This is an optimization exercise on Yosys and OpenROAD, whose aim is small area, a short achievable clock period and few clock cycles per item, not a production implementation.
In this exercise RTL edits were held to simulation tests only and were not proved equivalent to the original.
Power is estimated from default activity; no workload was simulated.

== run 1 ==
Design pid_controller_anti_windup_unit, start of the top module:
module pid_controller_anti_windup_unit (
    input  logic                      i_clk,
    input  logic                      i_rst_n,
    input  logic                      i_in_valid,
    output logic                      o_in_ready,
    input  logic                      i_op,
    input  logic signed [15:0]        i_target,
    input  logic signed [15:0]        i_measured,
    input  logic [31:0]               i_time_ms,
    output logic                      o_out_valid,
    input  logic                      i_out_ready,
    output logic signed [15:0]        o_drive,
    input  logic                      i_cfg_valid,
    output logic                      o_cfg_ready,
    input  logic [pca_pkg::IdxW-1:0]  i_cfg_index,
    input  logic [15:0]               i_cfg_data
);
    localparam logic [3:0] S_IDLE = 4'd0;
    localparam logic [3:0] S_T1   = 4'd1;
    localparam logic [3:0] S_T2   = 4'd2;
    localparam logic [3:0] S_T3   = 4'd3;
    localparam logic [3:0] S_T4   = 4'd4;
    localparam logic [3:0] S_T5   = 4'd5;
    localparam logic [3:0] S_T6   = 4'd6;
    localparam logic [3:0] S_T7   = 4'd7;
    localparam logic [3:0] S_T8   = 4'd8;
    localparam logic [3:0] S_HOLD = 4'd9;
    localparam logic [3:0] S_PK   = 4'd10;
    localparam logic [3:0] S_PK2  = 4'd11;
    localparam logic [3:0] S_PB   = 4'd12;
    localparam logic [3:0] S_PB2  = 4'd13;
    localparam logic [3:0] S_PB3  = 4'd14;
    localparam logic [3:0] S_PBW  = 4'd15;
    logic [15:0] r_gp, r_gi;
    logic [25:0] r_kd;           
    logic [14:0] r_lm;
    logic        r_kd_ok, r_b_ok;
    logic signed [39:0] r_bhi, r_blo;  
    logic signed [16:0] r_perr;
    logic signed [39:0] r_es;
    logic [31:0]        r_pms;
    logic [3:0]         r_fe, fe_n;
    logic               r_rdy;
    logic signed [16:0] r_a;     
    logic signed [17:0] r_b;     
    logic [31:0]        r_t;     
    logic               r_dneg;
    logic               r_zero;
    logic               r_integ;
    logic signed [49:0] r_p;
    logic signed [32:0] r_prop;
    logic [42:0]        r_n;
    logic [33:0]        r_y;
    logic [6:0]         r_ms;    
    logic [8:0]         r_bone, r_btwo, r_bneg;  
    logic [6:0]         r_s2;    
    logic               r_hi;    
    logic               r_wp, r_rp, r_ld;
    logic               s_v, s_sat, s_neg;
    logic signed [37:0] s_val;
  ...
==> flow/config.mk <==
export PLATFORM = sky130hd
export DESIGN_NAME = pid_controller_anti_windup_unit
export DESIGN_NICKNAME = pid_controller_anti_windup_unit
export VERILOG_FILES = /design/flow/design.v
export SDC_FILE = /design/flow/constraint.sdc
export NUM_CORES = 4
export LEC_CHECK = 0
export CAP_MARGIN = 20
export CORE_MARGIN = 2
export CORE_UTILIZATION = 40
export SLEW_MARGIN = 20
==> flow/constraint.sdc <==
create_clock -name core_clock -period 12.0 [get_ports {i_clk}]
set_input_delay 2.4000 -clock core_clock [delete_from_list [all_inputs] [get_ports {i_clk}]]
set_output_delay 2.4000 -clock core_clock [all_outputs]
set_load 0.01 [all_outputs]
standard.sh (not shown) runs the stock make flow with config.mk's settings and CLKGATE_MAP_FILE= SYNTH_SCRIPT=/design/flow/synth_recipe.tcl, a recipe that flattens the netlist after the stock synthesis.
==> flow/flow/run.sh <==
#!/bin/bash
# The standard layout, with repair_timing aiming 8 ns below the clock period
# (the design's clock period and constraints are unchanged), and a denser
# floorplan and placement for shorter wires.
set -euo pipefail
bash standard.sh SETUP_SLACK_MARGIN=8 CORE_UTILIZATION=55 PLACE_DENSITY=0.70 finish > standard_flow.log 2>&1
Testbench counts of run 1, summed over its fixed seeds: cycles 11,127, items 1,464.
Input-level comparison between run 2 and run 1:
==> flow/flow/run.sh <==
#!/bin/bash
# The standard layout, with repair_timing aiming 7 ns below the clock period
# (the design's clock period and constraints are unchanged), and a denser
# floorplan and placement for shorter wires.
set -euo pipefail
bash standard.sh SETUP_SLACK_MARGIN=7 CORE_UTILIZATION=55 PLACE_DENSITY=0.70 finish > standard_flow.log 2>&1
In summary, run 2 completed successfully, with a layout that passed the timing, DRC and antenna checks.
Run 2 against run 1: setup slack of the critical path after layout decreased 0.37 ns; filler cell count increased 1771; count of clock-buffer cells in the layout decreased about 0.7%; worst hold slack essentially unchanged.
The fraction of cell area in non-clock buffers of run 2 falls short of that of run 1 by 5.9 points.
Power spent charging and discharging nets on run 2 is ahead of run 1.
Cell with the largest stage delay on the worst path = sky130_fd_sc_hd__buf_4: run 2; cell with the largest stage delay on the worst path = sky130_fd_sc_hd__a222oi_1: run 1
Summary of run 2 over run 1: final total power lower; clock-cell share of area increased by 0.54 points relative to the old numbers.
Relative to run 2, the following input files were edited for run 3:
==> flow/flow/run.sh <==
#!/bin/bash
# The standard layout, with repair_timing aiming 8 ns below the clock period
# (the design's clock period and constraints are unchanged).
set -euo pipefail
bash standard.sh SETUP_SLACK_MARGIN=8 finish > standard_flow.log 2>&1
==> run summary <==
Looking at the reports, run 3 completed the entire flow and the layout it produced met the timing, DRC and antenna checks.
Run 3 has violation count after the first detailed-route iteration below what run 2 had.
The higher worst hold slack of run 3 and run 2 is in run 2.
The estimated power of run 3 ends up higher than the estimate for run 2.
Clock power essentially unchanged between run 3 and run 2.
When run 3 is set beside run 2, its vertical die dimension turns out to be 17% larger.
Per the comparison of run 3 with run 2, peak clock frequency supported by timing now sits higher, clock skew now sits lower.
On die area, the lower figure sits with run 2, not run 3.

v1:
pid_controller_anti_windup_unit, a different RTL version from the one above (not shown whole).
For scale: roughly 8000 cells after synthesis, ~1000 flip-flops, roughly 110 I/O pins, ~76000 um2 of cells after synthesis.
clock: 12.0 ns
lec_check: 0
cap_margin: 20
core_margin: 2
core_utilization: 40
slew_margin: 20
==> flow/flow/run.sh <==
#!/bin/bash
# The standard layout, with repair_timing aiming 7 ns below the clock period
# (the design's clock period and constraints are unchanged), and a denser
# floorplan and placement for shorter wires.
set -euo pipefail
bash standard.sh SETUP_SLACK_MARGIN=7 CORE_UTILIZATION=55 PLACE_DENSITY=0.70 finish > standard_flow.log 2>&1
Testbench counts of v1, summed over its fixed seeds: cycles 11,127, items 1,464.
Input-level comparison between v16 and v1:
==> flow/flow/run.sh <==
#!/bin/bash
# The standard layout, with repair_timing aiming 7 ns below the clock period
# (the design's clock period and constraints are unchanged).
set -euo pipefail
bash standard.sh SETUP_SLACK_MARGIN=7 finish > standard_flow.log 2>&1
## What came out
Compared with v1, v16 shows a higher data arrival time of the worst path. Relative to v1, required time reported for the critical path endpoint has increased by 0.03 ns in v16. v1 tops out at a higher clock frequency than v16. v16 vs. v1: starting utilization of the core area shrank by 15 points; switching power share of the total decreased by 0.20 points relative to the old numbers. Compared to v1, v16 has pre-CTS worst setup slack 0.27 ns higher.

[re-timing with driven ports]
In the flow no input, the clock included, has a driving cell. The finished layouts below were timed again as built, in two steps. Step 1 assumes that a clkbuf_16 drives the clock port and a buf_2 every other input. Step 2 also shifts input and output timing later by t, the mid clock arrival at the registers, as if the neighbouring blocks saw the same clock. Slacks: ideal / step 1 / step 2; pairs: ideal / step 1.
run | t, ns | slack for setup (ns) | worst hold slack (ns) | worst setup path after step 2 | slew at the worst register clock pin (ns)
run 1 | 0.836 | 7.415 / 7.415 / 6.769 | 0.482 / 0.482 / 0.482 | input to register | 0.07 / 0.07
run 2 | 0.838 | 7.049 / 7.049 / 6.423 | 0.479 / 0.479 / 0.479 | input to register | 0.07 / 0.07
run 3 | 0.875 | 7.166 / 7.166 / 7.011 | 0.462 / 0.462 / 0.462 | input to register | 0.07 / 0.07
v1 | 0.845 | 6.782 / 6.782 / 6.353 | 0.454 / 0.454 / 0.454 | input to register | 0.07 / 0.07
v16 | 0.852 | 6.681 / 6.681 / 6.300 | 0.454 / 0.454 / 0.454 | input to register | 0.07 / 0.07
After both steps setup and hold are still met in every run listed. For run 1, which loses most, drivers alone change the setup slack by 0.000 ns; drivers and shift together by -0.646 ns.
